Background: an optimization exercise with open tools, aiming at small area. Do not read the settings as production practice. Power is estimated from default activity; no workload was simulated.

## the baseline
==> module rob_top, before the edit <==
module rob_top (
  input  wire                    clk,
  input  wire                    rst,
  input  wire                    dispatch_valid,
  input  wire                    dispatch_reg_write_en,
  input  wire [5-1:0]  dispatch_reg_write_addr,
  input  wire [31:0]             dispatch_pc,
  input  wire [4-1:0]       dispatch_exc,
  output logic                   rob_full,
  output logic [3-1:0]  dispatch_tag,
  input  wire                    wb_valid,
  input  wire [3-1:0]   wb_tag,
  input  wire [32-1:0]      wb_data,
  input  wire [4-1:0]       wb_exc,
  output logic                   commit_valid,
  output logic [3-1:0]  commit_tag,
  output logic                   commit_reg_write_en,
  output logic [5-1:0] commit_reg_write_addr,
  output logic [32-1:0]     commit_data,
  output logic [31:0]            commit_pc,
  output logic [4-1:0]      commit_exc,
  output logic                   flush
);
  localparam int N  = 8;
  localparam int TW = 3;
  localparam int EW = (1 + 5 + 32);
  localparam int DW = 32;
  logic [TW-1:0]   cptr;      
  logic [TW-1:0]   tail;      
  logic            full;
  logic [N-1:0]    done;
  logic [N*EW-1:0] ent_q;
  logic [N*DW-1:0] data_q;
  logic [4-1:0] rcode;
  logic [TW-1:0]     rtag;
  logic              rdec;
  logic [TW-1:0] head;
  logic [N-1:0]  done_next;   
  assign done_next = {done[0], done[N-1:1]};
  logic          empty;
  logic          retire;
  logic          alloc;
  logic          rv;
  assign head   = cptr + 1'b1;
  assign empty  = (head == tail) && !full;
  assign retire = !empty && done_next[cptr] && !flush;
  assign alloc  = dispatch_valid && !full && !flush;
  assign rv     = |rcode;
  logic wb_older;
  logic wb_take;
  logic al_take;
  assign wb_older = (wb_tag < rtag) ^ (wb_tag <= cptr) ^ (rtag <= cptr);
  assign wb_take  = wb_valid && (|wb_exc) && (!rv || wb_older);
  assign al_take = alloc && (|dispatch_exc) && !rv;
  always_ff @(posedge clk) begin
    if (!rst || flush) begin
      rcode <= '0;
    end else if (wb_take) begin
      rcode <= wb_exc;
    end else if (al_take) begin
      rcode <= dispatch_exc;
    end
  end
  always_ff @(posedge clk) begin
    if (wb_take) begin
      rtag <= wb_tag;
      rdec <= 1'b0;
    end else if (al_take) begin
      rtag <= tail;
      rdec <= 1'b1;
    end
  end
  always_ff @(posedge clk) begin
    if (!rst || flush) begin
      cptr <= TW'(N - 1);
      tail <= '0;
      full <= 1'b0;
    end else begin
      if (retire) cptr <= head;
      if (alloc)  tail <= tail + 1'b1;
      full <= !retire && (full || (alloc && tail == cptr));
    end
  end
  always_ff @(posedge clk) begin
    if (!rst) begin
      commit_valid <= 1'b0;
      flush        <= 1'b0;
    end else begin
      commit_valid <= retire;
      flush        <= retire && rv && (rtag == head);
    end
  end
  for (genvar i = 0; i < N; i++) begin : g_line
    logic tsel;
    logic wsel;
    assign tsel = (tail == TW'(i)) && !full;
    assign wsel = wb_valid && (wb_tag == TW'(i));
    always_ff @(posedge clk) begin
      if (tsel) ent_q[i*EW +: EW] <= {dispatch_reg_write_en, dispatch_reg_write_addr, dispatch_pc};
      if (wsel) data_q[i*DW +: DW] <= wb_data;
      if (tsel || wsel) done[i] <= wsel || (|dispatch_exc);
    end
  end
  logic [EW-1:0] c_ent;
  logic [DW-1:0] c_data;
  logic          dzero;
  assign dzero = flush && rdec;
  always_comb begin
    c_ent  = '0;
    c_data = '0;
    for (int i = 0; i < N; i++) begin
      if (cptr == TW'(i)) begin
        c_ent = c_ent | ent_q[i*EW +: EW];
        if (!dzero) c_data = c_data | data_q[i*DW +: DW];
      end
    end
  end
  assign rob_full     = full;
  assign dispatch_tag = tail;
  assign commit_tag   = cptr;
  assign {commit_reg_write_en, commit_reg_write_addr, commit_pc} = c_ent;
  assign commit_data  = c_data;
  assign commit_exc   = flush ? rcode : '0;
endmodule
Settings: LEC_CHECK=0, CAP_MARGIN=10, CORE_MARGIN=2, CORE_UTILIZATION=65, SLEW_MARGIN=10; clock period 4.0 ns.
standard.sh (not shown) runs the stock make flow with config.mk's settings and CLKGATE_MAP_FILE= SYNTH_SCRIPT=/design/flow/synth_recipe.tcl, a recipe that flattens the netlist after the stock synthesis.
==> flow/flow/run.sh <==
#!/bin/bash
# Layout of the version: the standard flow (standard.sh) with
#  - synthesis mapped by an area-oriented ABC script (flow/my_synth.tcl,
#    flow/area.abc) and without Yosys's adder extraction, so ABC maps all logic,
#  - the smallest buffer (buf_1) on every input and output port,
#  - a clock tree of clkbuf_4 buffers, at most 8 sinks each, without dummy loads.
set -euo pipefail
work=$(pwd)
export FLOW_SYNTH_TCL="$work/synth_recipe.tcl"
export ADDER_MAP_FILE=
sed "s#SYNTH_SCRIPT=[^ ]*#SYNTH_SCRIPT=$work/flow/my_synth.tcl#" standard.sh > my_standard.sh
grep -q "SYNTH_SCRIPT=$work/flow/my_synth.tcl" my_standard.sh
export BUFFER_PORTS_ARGS="-buffer_cell sky130_fd_sc_hd__buf_1"
export CTS_ARGS="-sink_clustering_enable -repair_clock_nets -dont_use_dummy_load -buf_list sky130_fd_sc_hd__clkbuf_4 -sink_clustering_size 8 -sink_clustering_max_diameter 40"
bash my_standard.sh > flow_make.log 2>&1
==> flow/flow/area.abc <==
strash
&get -n
&fraig -x
&put
scorr
dc2
dretime
strash
&get -n
&dch -f
&nf -R 1000
&put
strash
&get -n
&dch -f
&nf -R 1000
&put
==> flow/flow/my_synth.tcl <==
# The standard flow's synthesis (synth_recipe.tcl), with ABC mapping the logic with an
# area-oriented script (area.abc) instead of ORFS's speed script.
set ::area_abc_script [file normalize [file join [file dirname [info script]] area.abc]]
proc abc {args} {
  set i [lsearch -exact $args -script]
  if {$i >= 0} { lset args [expr {$i + 1}] $::area_abc_script }
  yosys abc {*}$args
}
source $::env(FLOW_SYNTH_TCL)
[inputs] the candidate vs the baseline
--- a/flow/design.v
+++ b/flow/design.v
@@ -31,4 +31,5 @@
   logic            full;
   logic [N-1:0]    done;
+  logic [N-1:0]    csel;      
   logic [N*EW-1:0] ent_q;
   logic [N*DW-1:0] data_q;
@@ -45,5 +46,5 @@
   assign head   = cptr + 1'b1;
   assign empty  = (head == tail) && !full;
-  assign retire = !empty && done_next[cptr] && !flush;
+  assign retire = !empty && (|(done_next & csel)) && !flush;
   assign alloc  = dispatch_valid && !full && !flush;
   assign rv     = |rcode;
@@ -75,8 +76,10 @@
     if (!rst || flush) begin
       cptr <= TW'(N - 1);
+      csel <= N'(1) << (N - 1);
       tail <= '0;
       full <= 1'b0;
     end else begin
       if (retire) cptr <= head;
+      if (retire) csel <= {csel[N-2:0], csel[N-1]};
       if (alloc)  tail <= tail + 1'b1;
       full <= !retire && (full || (alloc && tail == cptr));
@@ -111,5 +114,5 @@
     c_data = '0;
     for (int i = 0; i < N; i++) begin
-      if (cptr == TW'(i)) begin
+      if (csel[i]) begin
         c_ent = c_ent | ent_q[i*EW +: EW];
         if (!dzero) c_data = c_data | data_q[i*DW +: DW];
==> comparison <==
Xor/xnor share of the synthesized area: the baseline vs the candidate, no meaningful difference
The candidate against the baseline: global-route usage did not really move, hold slack went up, sequential power went up, wire length went up, arrival time of the worst setup path went down.
Global routing usage on met1 (lower): the candidate
Every stage of the flow completed for the candidate, and the final layout passed the timing, DRC and antenna checks.
The baseline -> the candidate: synthesized cell count flat
Going from the baseline to the candidate, number of standard cells in the final layout excluding fillers shrank slightly.
Between the baseline and the candidate, the clock power figures differ only marginally.
Of the candidate and the baseline, the baseline shows the lower leakage power, with the candidate above it.
The run with more setup slack is the candidate; the baseline has less.
[the candidate] part of the power in combinational logic fell 5.2 points relative to the baseline
The first-iteration DRC count in the candidate was higher than what the baseline gave.
No run of this note included a check of the RTL's function; only the layout flow was run.

## what the ideal ports hide
How much do the figures lean on ideal ports? The routed layouts below were timed once more, with nothing changed but the port constraints.
Step 1, drivers: a clkbuf_16 drives clk and a buf_2 each remaining input, both assumed.
Step 2 also shifts input and output timing later by t, the mid clock arrival at the registers, as if the neighbouring blocks saw the same clock.
Three values: ideal, step 1, step 2; two values: the first two.
| run | t, ns | slack for setup (ns) | worst register clock-pin slew, ns | worst slew at a driven data input, ns | pins driven straight from the clock port |
|---|---|---|---|---|---|
| the baseline | 0.779 | 0.258 / 0.208 / 0.786 | 0.10 / 0.10 | 0.09 | 1 |
| the candidate | 0.747 | 0.710 / 0.663 / 0.837 | 0.09 / 0.09 | 0.10 | 1 |
After both steps setup and hold are still met in every run listed.
